Source: an optimization exercise on an open RTL-to-GDS flow (aim: small area, a short achievable clock period and few clock cycles). Production flows keep margins and buffers that such runs may drop. Only simulation tests tie the RTL to the original design; equivalence was not proved. No activity file was given, so power comes from the tool's default toggle rates.

## flow/design.v

```verilog
package frost_pkg;
   localparam int BLOCK_W = 512;
   localparam int DIGEST_W = 256;
   localparam int LEN_W = 16;
   localparam logic [DIGEST_W-1:0] SHA256_IV =
      256'h6a09e667bb67ae853c6ef372a54ff53a510e527f9b05688c1f83d9ab5be0cd19;
   typedef enum logic [1:0] {DATA = 2'd0, PAD = 2'd1, ZERO = 2'd2} fill_state_t;
endpackage
module sha256_block_builder
(
   input  logic                          clk,
   input  logic                          shift,
   input  logic                          shift_n,
   input  logic [7:0]                    data,
   input  logic                          load,
   input  logic                          load_n,
   output logic [frost_pkg::BLOCK_W-1:0] block
);
   logic [frost_pkg::BLOCK_W-1:0] fill;
   always_ff @(posedge clk)
      fill <= ({fill[frost_pkg::BLOCK_W-9:0], data} & {frost_pkg::BLOCK_W{shift}})
            | (fill & {frost_pkg::BLOCK_W{shift_n}});
   always_ff @(posedge clk)
      block <= (fill & {frost_pkg::BLOCK_W{load}}) | (block & {frost_pkg::BLOCK_W{load_n}});
endmodule
module sha256_msg_feeder
#(
   parameter logic [frost_pkg::DIGEST_W-1:0] IV = frost_pkg::SHA256_IV
)
(
   input  logic                clk,
   input  logic                rst,
   input  logic [7:0]          s_data,
   input  logic                s_valid,
   input  logic                s_last,
   output logic                s_ready,
   output logic                core_start,
   output logic [frost_pkg::BLOCK_W-1:0]  core_block,
   output logic [frost_pkg::DIGEST_W-1:0] core_hash_in,
   input  logic [frost_pkg::DIGEST_W-1:0] core_hash_out,
   input  logic                core_done,
   output logic [frost_pkg::DIGEST_W-1:0] digest,
   output logic                digest_valid,
   output logic                busy
);
   frost_pkg::fill_state_t fst, fst_n;
   logic [6:0] fcnt;                        
   logic [frost_pkg::LEN_W-1:0] len;        
   logic fresh;                             
   logic len_here;                          
   logic f_first, f_last;                   
   logic c_last;                            
   logic rdy_r, start_r, inflight, dv_r, busy_r;
   logic [1:0] ocnt;                        
   logic [frost_pkg::DIGEST_W-1:0] chain;
   logic [7:0] fb;
   logic acc, shift, xfer, done, dv_n, end_msg;
   logic shift_n, xfer_n, nfull_r, ndata_r, xa_n, xb_n, full_nx, inflight_nx, f_first_nx;
   logic hold_c, ninfl_r, xc_n;
   logic rdy_n, nstart;                     
   logic [1:0] ocnt_n;
   logic [5:0] pos;
   assign s_ready = rdy_r && !rst;
   assign core_start = start_r && !rst;
   assign busy = busy_r && !rst;
   assign digest_valid = dv_r;
   assign digest = chain;
   assign core_hash_in = chain;
   assign pos = fcnt[5:0];
   assign acc = s_valid && !rdy_n;
   assign done = core_done && inflight;
   assign shift = nfull_r && (ndata_r || s_valid);
   assign shift_n = fcnt[6] || (fst == frost_pkg::DATA && !s_valid);
   assign xfer = fcnt[6] && nstart && (!inflight || (core_done && !f_first));
   assign xfer_n = xa_n && (xb_n || !core_done);
   assign hold_c = (ninfl_r || !core_done) && xc_n;
   assign full_nx = !xfer && (fcnt[6] || (shift && fcnt[5:0] == 6'd63));
   assign inflight_nx = !nstart || (inflight && !done);
   assign f_first_nx = (shift && pos == 6'd0) ? fst == frost_pkg::DATA && fresh : f_first;
   assign end_msg = shift && fst == frost_pkg::ZERO && len_here && pos == 6'd63;
   assign dv_n = done && c_last;
   always_comb begin
      fb = 8'h00;
      case (fst)
         frost_pkg::DATA: fb = s_data;
         frost_pkg::PAD:  fb = 8'h80;
         default:
            if (len_here)
               case (pos)
                  6'd61: fb = {5'b0, len[15:13]};
                  6'd62: fb = len[12:5];
                  6'd63: fb = {len[4:0], 3'b000};
                  default: fb = 8'h00;
               endcase
      endcase
   end
   always_comb begin
      fst_n = fst;
      case (fst)
         frost_pkg::DATA: if (acc && s_last) fst_n = frost_pkg::PAD;
         frost_pkg::PAD:  if (shift) fst_n = frost_pkg::ZERO;
         default:         if (end_msg) fst_n = frost_pkg::DATA;
      endcase
   end
   assign ocnt_n = ocnt + {1'b0, acc && fresh} - {1'b0, dv_r};
   sha256_block_builder u_builder (
      .clk(clk),
      .shift(shift),
      .shift_n(shift_n),
      .data(fb),
      .load(xfer),
      .load_n(xfer_n),
      .block(core_block)
   );
   always_ff @(posedge clk)
      if (rst) begin
         fst <= frost_pkg::DATA;
         fcnt <= '0;
         len <= '0;
         fresh <= 1'b1;
         len_here <= 1'b0;
         rdy_r <= 1'b1;
         rdy_n <= 1'b0;
         start_r <= 1'b0;
         nstart <= 1'b1;
         inflight <= 1'b0;
         dv_r <= 1'b0;
         ocnt <= '0;
         busy_r <= 1'b0;
         nfull_r <= 1'b1;
         ndata_r <= 1'b0;
         xa_n <= 1'b1;
         xb_n <= 1'b1;
         ninfl_r <= 1'b1;
         xc_n <= 1'b1;
      end else begin
         ninfl_r <= !inflight_nx;
         xc_n <= !(full_nx && !xfer && !inflight_nx && f_first_nx);
         nfull_r <= !full_nx;
         ndata_r <= fst_n != frost_pkg::DATA;
         xa_n <= !(full_nx && !xfer && !inflight_nx);
         xb_n <= !(full_nx && !xfer && inflight_nx && !f_first_nx);
         fst <= fst_n;
         if (xfer) fcnt <= '0;
         else if (shift) fcnt <= fcnt + 7'd1;
         if (acc) begin
            len <= len + 1'b1;
            fresh <= 1'b0;
         end
         if (end_msg) begin
            len <= '0;
            fresh <= 1'b1;
         end
         if (fst == frost_pkg::PAD && shift) len_here <= pos < 6'd56 || pos == 6'd63;
         else if (shift && pos == 6'd63) len_here <= 1'b1;
         rdy_r <= fst_n == frost_pkg::DATA && !(xfer ? 1'b0 : (shift ? fcnt == 7'd63 : fcnt[6]));
         rdy_n <= !(fst_n == frost_pkg::DATA && !(xfer ? 1'b0 : (shift ? fcnt == 7'd63 : fcnt[6])));
         start_r <= xfer;
         nstart <= !xfer;
         inflight <= inflight_nx;
         dv_r <= dv_n;
         ocnt <= ocnt_n;
         busy_r <= ocnt_n != {1'b0, dv_n};
      end
   always_ff @(posedge clk) begin
      f_first <= f_first_nx;
      if (shift && pos == 6'd63) f_last <= fst == frost_pkg::ZERO && len_here;
      if (xfer) c_last <= f_last;
      chain <= (IV & (core_hash_out | {frost_pkg::DIGEST_W{!done}})
                   & (chain | {frost_pkg::DIGEST_W{!hold_c}}))
             | (~IV & ((core_hash_out & {frost_pkg::DIGEST_W{done}})
                     | (chain & {frost_pkg::DIGEST_W{hold_c}})));
   end
endmodule
```

## flow/flow/run.sh

```bash
#!/bin/bash
# The standard ORFS layout (the standard.sh, synthesis unchanged) with these changes:
#  - port buffers are buf_1 instead of the delay cell buffer_ports picks by default;
#  - pins may sit one routing track apart, so the die can be smaller than 1299 pins would
#    otherwise allow (die and core areas are in config.mk); rst and the three outputs it
#    gates (s_ready, core_start, busy) are kept together on the die edge, and so are
#    core_hash_out[i], digest[i] and core_hash_in[i] for each i (all three meet at chain[i]);
#  - before resizing, near_pins.tcl moves the cells of those rst-gated output paths next to
#    their pins and sizes them up (detailed placement legalizes them);
#  - the clock tree is built from clkbuf_16 with sink clusters of at most 25 and no dummy loads.
# Every tool's output goes to standard.log in the work folder; ORFS's own per-step logs stay
# under orfs/logs/.
set -euo pipefail
cd "$(dirname "$0")/.."
export BUFFER_PORTS_ARGS="-buffer_cell sky130_fd_sc_hd__buf_1"
G="-group_pins {rst s_ready core_start busy}"
for i in $(seq 0 255); do G="$G -group_pins {core_hash_out[$i] digest[$i] core_hash_in[$i]}"; done
export PLACE_PINS_ARGS="-min_distance 1 -min_distance_in_tracks $G"
export PRE_RESIZE_TCL="$PWD/flow/near_pins.tcl"
export CTS_ARGS="-sink_clustering_enable -repair_clock_nets -dont_use_dummy_load -buf_list sky130_fd_sc_hd__clkbuf_16 -sink_clustering_size 25 -sink_clustering_max_diameter 70"
bash standard.sh > standard.log 2>&1
```

## flow/flow/near_pins.tcl

```tcl
# Pre-resize hook: the outputs gated by rst (s_ready, core_start, busy) each come from a flip-flop
# through one gate and the port buffer. Global placement leaves that chain next to the control
# logic, far from the pins; move each chain (port buffer, gate, flip-flop) and the rst port
# buffer next to their pins. Detailed placement legalizes them afterwards.
set block [ord::get_db_block]
set core [$block getCoreArea]

proc nf_driver {net} {
  if {$net eq "NULL"} { return "NULL" }
  foreach it [$net getITerms] {
    if {[$it isOutputSignal]} { return [$it getInst] }
  }
  return "NULL"
}

proc nf_inputs {inst} {
  set nets {}
  foreach it [$inst getITerms] {
    if {[$it isInputSignal] && [$it getNet] ne "NULL"} {
      set n [$it getNet]
      if {[$n getSigType] eq "SIGNAL"} { lappend nets $n }
    }
  }
  return $nets
}

# a point just inside the core next to a pin
proc nf_target {bterm core} {
  set bb [$bterm getBBox]
  set x [expr {([$bb xMin] + [$bb xMax]) / 2}]
  set y [expr {([$bb yMin] + [$bb yMax]) / 2}]
  set in 4000
  set x [expr {max([$core xMin] + $in, min([$core xMax] - $in, $x))}]
  set y [expr {max([$core yMin] + $in, min([$core yMax] - $in, $y))}]
  return [list $x $y]
}

proc nf_move {inst xy} {
  if {$inst eq "NULL"} { return }
  if {[[$inst getMaster] getType] ne "CORE"} { return }
  $inst setLocation [lindex $xy 0] [lindex $xy 1]
  $inst setPlacementStatus PLACED
  puts "near_pins: moved [$inst getName] ([[$inst getMaster] getName]) to $xy"
}

foreach p {s_ready core_start busy} {
  set bt [$block findBTerm $p]
  if {$bt eq "NULL"} { continue }
  set xy [nf_target $bt $core]
  set obuf [nf_driver [$bt getNet]]
  if {$obuf eq "NULL"} { continue }
  nf_move $obuf $xy
  foreach n [nf_inputs $obuf] {
    set g [nf_driver $n]
    if {$g eq "NULL"} { continue }
    nf_move $g $xy
    foreach n2 [nf_inputs $g] {
      set d [nf_driver $n2]
      if {$d ne "NULL" && [[$d getMaster] isSequential]} { nf_move $d $xy }
    }
  }
}

set bt [$block findBTerm rst]
if {$bt ne "NULL"} {
  set xy [nf_target $bt $core]
  foreach it [[$bt getNet] getITerms] { nf_move [$it getInst] $xy }
}

# size the cells of the rst-gated output paths as timing repair would for a tight target
proc nf_swap {inst cell} {
  if {$inst eq "NULL"} { return }
  set m [[ord::get_db] findMaster $cell]
  if {$m eq "NULL"} { return }
  $inst swapMaster $m
  puts "near_pins: [$inst getName] is now $cell"
}
foreach p {s_ready core_start busy} {
  set bt [$block findBTerm $p]
  if {$bt eq "NULL"} { continue }
  set obuf [nf_driver [$bt getNet]]
  if {$obuf eq "NULL"} { continue }
  nf_swap $obuf sky130_fd_sc_hd__buf_6
  foreach n [nf_inputs $obuf] {
    set g [nf_driver $n]
    if {$g ne "NULL" && [[$g getMaster] getName] eq "sky130_fd_sc_hd__nor2b_1"} { nf_swap $g sky130_fd_sc_hd__nor2b_4 }
    if {$g ne "NULL" && [[$g getMaster] getName] eq "sky130_fd_sc_hd__nor2b_2"} { nf_swap $g sky130_fd_sc_hd__nor2b_4 }
  }
}
set bt [$block findBTerm rst]
if {$bt ne "NULL"} {
  foreach it [[$bt getNet] getITerms] { nf_swap [$it getInst] sky130_fd_sc_hd__buf_12 }
}
```

## flow/standard.sh

```bash
#!/bin/bash
# synth_recipe.tcl (not shown) runs the flow's synth.tcl, then flattens the netlist and writes it again
# the make line also repeats each setting of config.mk as NAME=value (left out here)
make -C /OpenROAD-flow-scripts/flow DESIGN_CONFIG=/design/flow/config.mk WORK_HOME=/design/flow/orfs CLKGATE_MAP_FILE= SYNTH_SCRIPT=/design/flow/synth_recipe.tcl "${@:-finish}"
```

## flow/config.mk

```make
export PLATFORM = sky130hd
export DESIGN_NAME = sha256_msg_feeder
export DESIGN_NICKNAME = sha256_msg_feeder
export VERILOG_FILES = /design/flow/design.v
export SDC_FILE = /design/flow/constraint.sdc
export NUM_CORES = 4
export LEC_CHECK = 0
export CAP_MARGIN = 20
export CORE_AREA = 8 8 276 276
export DIE_AREA = 0 0 284 284
export SETUP_SLACK_MARGIN = 2.65
export SLEW_MARGIN = 20
```

## flow/constraint.sdc

```tcl
create_clock -name core_clock -period 5.0 [get_ports {clk}]
set_input_delay 1.0000 -clock core_clock [delete_from_list [all_inputs] [get_ports {clk}]]
set_output_delay 1.0000 -clock core_clock [all_outputs]
set_load 0.01 [all_outputs]
```

==> summary.txt <==
Timing
  – TNS Setup: 0 ns
  – Final period util: a little under half
  – Least-Margin Pin Slew: approximately 1.0 ns
  – Fin Clk Skew: ~0.028 ns
  – Post-layout minimum cycle time: roughly 2.3 ns
  – Unrepaired setup endpoints after global routing: no
  – Setup Viol. Count Final: 0
  – Max Slew Vio Count: 0
  – FMAX: around 0.43 GHz
  – Slew margin rel.: 30.4%
  – Final Hold Vio Count: 0

Synthesis
  – Seq/Total Area, Yosys: a little over three fifths
  – Cell count after synthesis: between 3,000 and 4,000
  – Post-synthesis adder-cell area fraction: 0.208%
  – Synth cell count leaders: dfxtp_1, a22o_1, buf_4
  – Cell type with the largest total area after synthesis: dfxtp_1
  – Compound-gate portion of the synthesized area: 27.2%
  – Post-synth EDFFs: 2
  – Synth top area share: a little over three fifths
  – Register bit total from synthesis: about 1,300
  – Post-Syn Nets: around 3,600
  – Simple-gate portion of the synthesized area: 1.16%
  – Top-count cell post-synth: dfxtp_1
  – Post-synth cell types: 48
  – Largest family of logic cells by synthesized area: compound AO/OA/AOI/OAI gates
  – Async S/R FF share, synth: 0%
  – Mapped cell area: 42,100 um^2
  – Top_reg_cell synth: dfxtp_1
  – Synth Area in XOR/XNOR: 0.458%
  – Synthesis Warnings: 2
  – Synth area leaders: dfxtp_1, a22o_1, buf_4
  – Syn Area/Cell: roughly 13 um^2
  – Multiplexer share of the synthesized area: less than 1%

Floorplanning
  – Die Wd: between 200 and 300 um
  – Row Count: 98
  – Core area: 71,400 um^2
  – Ports: 1,297
  – Die Ht: 284 um
  – Die footprint: approximately 80,000 um^2
  – Starting density of the core: 59.0%

Power and ir drop
  – Maximum VDD drop: 314 uV
  – P_sw: ~0.0050 W
  – Pwr Total: approximately 0.020 W
  – Sequential share of power: 63.9%
  – Leak Pwr: 17.9 nW
  – Clock network power share: a little over a quarter
  – Cell Pwr Density: roughly 420 nW/um^2
  – Switching part of the total: 25.3%
  – P_int: 0.0147 W
  – Gate power share: approximately a tenth

Detailed routing
  – Avg WL per Cell: around 25 um
  – Starting DRT DRC Count: between 2,000 and 3,000
  – Vias: slightly above 30,000
  – DRT antenna net count: 0
  – DRC Markers: 0
  – First-pass iteration count of the detailed router: 5
  – Final WL: ~130,000 um
  – Routed vias/inst: 5.92

Hold path
  – HP Class: register to register
  – Worst Hold Launch: f_last

CTS
  – CTS buffer count: 60
  – Max Buffers Root-to-Sink: 3
  – # clock sinks: around 1,300
  – TritonCTS clock tree: built
  – Reg clk slew, reported paths: 0.09 ns
  – Skew-Pair Late Insertion Delay: approximately 0.66 ns
  – CTS H-Tree Depth: 2
  – Root Driver: clkbuf_16

GRT
  – First-pass GRT wire length: around 190,000 um
  – GRT Util Overall: roughly 30%
  – Largest net degree at the start of global routing: 199
  – Number of global-route vias before repair: roughly 29,000
  – Overflow after GRT: 0
  – Antenna violations before repair: 33

Placement
  – Detailed placer's ending HPWL: approximately 91,000 um
  – GP Congestion: 1.00
  – IO Port Bufs: between 1,000 and 1,500
  – Cell Area, Placed: 45,500 um^2

Worst setup path
  – Critical path class: register to output pin
  – Worst setup startpoint: chain[233]
  – Reg-to-reg critical path startpoint: ndata_r
  – Data arrival, critical path: 1.34 ns
  – Crit path largest cell delay: around 0.48 ns
  – CP endpoint kind: output pin
  – CP max FO: 3
  – Critical Path, Cell by Cell: buf_1
  – Crit path launch type: register
  – CP top delay family: flip-flops
  – WP buf/inv: 1
  – CP max-delay cell: dfxtp_1
  – Required time of the critical path: approximately 4.0 ns

Final layout
  – Syn-to-layout area delta: 12.0%
  – Multi-input gate area: 12,400 um^2
  – Design area: roughly 47,000 um^2
  – Fraction of layout cells with a size suffix above 1: around 3.8%
  – Reg area: 26,500 um^2
  – Fill cells: around 5,500
  – Nets: 4,448

Job
  – Maxcap violations: 0

Status
  – Outcome: no timing/DRC/antenna violations
per-layer routing:
metal	vias to the layer above	part of all wire, %	wire (um)	track usage, %
met5	-	0.018	23	0
met4	4	9.4	12200	25.8
met3	423	10	13100	12.0
met2	1399	42	54300	41.5
met1	14700	39	50000	35.3
li1	14000	-	-	-
final timing paths:
path,slack [ns],end,depth (start not counted)
setup / recovery,2.66,core_hash_in[233],1
hold reg to reg,0.45,c_last,0
setup reg to reg,2.88,u_builder.fill[73],3
hold / removal,0.45,c_last,0
cell families after synthesis:
| logic type | count (synthesis) |
|---|---|
| flops | 1325 |
| compound gates | 1320 |
| buf+inv | 564 |
| simple gates | 91 |
| xor+xnor | 22 |
| fa+ha+maj | 7 |
| mux | 3 |
power groups by stage:
stage / Combinational [W] / Sequential, W / Clock (W)
after CTS: 0.00189 / 0.0126 / 0.00536
after floorplan: 0.00152 / 0.0125 / 0
final: 0.00190 / 0.0126 / 0.00523
after global routing: 0.00206 / 0.0127 / 0.00573
after global placement: 0.00181 / 0.0128 / 0
after detailed placement: 0.00189 / 0.0128 / 0
cell type report:
| cell class | instances | area share [%] |
|---|---|---|
| repair buffers | 1326 | 11.5 |
| clock buffers | 60 | 3.18 |
| diodes | 33 | 0.175 |
| inverters | 15 | 0.119 |
| flip-flops and latches | 1325 | 56.3 |
| well taps | 950 | 2.52 |
| multi-input cells | 1444 | 26.2 |
repair_timing:
action	4_1_cts	5_1_grt
gates cloned	1	0
hold buffers	0	0
gates resized for setup	28	21
pin swaps	1	1
setup endpoints to repair	370	21
setup buffers	1	0
state kept, by name, summed over array words and instances, names as in the netlist, 2 cells and up:
signal	cells
u_builder.block	512
u_builder.fill	512
chain	256
len	16
fcnt	7
fst	2
ocnt	2
layout by cell type (no fill, tap or decap), types with 5 or more instances in the layout:
cell       Yosys  layout
dfxtp_1     1323    1321
buf_1          3    1249
a22o_1      1138    1138
o22a_1       136     136
clkbuf_16      0      60
diode_2        0      33
nor2_1        26      26
buf_2        161      25
clkbuf_2       1      18
buf_12         0      16
inv_1         14      14
a22oi_1       14      14
xnor2_1       13      13
buf_4        257      13
nand2_1       12      11
o21ai_0       11      11
nand4_1        9       9
xor2_1         9       9
nor3_1         8       8
a21oi_1        9       7
nor4_1         6       6
ha_1           7       6
nand3_1        5       5
per-stage QoR:
step	util (%)	hold slack, ns	instances	setup WS (ns)
2_1_floorplan	-	0.400	3332	2.60
3_3_place_gp	63.6	0.422	5057	1.84
3_5_place_dp	63.7	0.419	5058	1.64
4_1_cts	65.9	0.459	5120	2.65
5_1_grt	66.1	0.466	5150	2.65
6_report	66.1	0.450	5153	2.66
Testbench counts, summed over its fixed seeds: cycles 63,007.

## port drivers added, routing unchanged
The results above use ideal ports. As a check the final layout listed here was re-extracted and re-timed, cells and wires unchanged.
Step 1: set_driving_cell puts a clkbuf_16 on clk and a buf_2 on each other input, an assumption about the parent block.
Step 2 times the ports against the registers' clock, not the clock port: input delays grow and output delays shrink by t, the midpoint of the rising clock arrivals with the driver on.
a / b / c = ideal ports / drivers / drivers and shift; a / b = the first two.
t, ns: 0.709
setup WS [ns]: 2.662 / 2.594 / 2.017
slew at the worst register clock pin (ns): 0.10 / 0.10
After both steps this run still meets setup and hold. For this run, drivers alone change the setup slack by -0.068 ns; drivers and shift together by -0.645 ns.
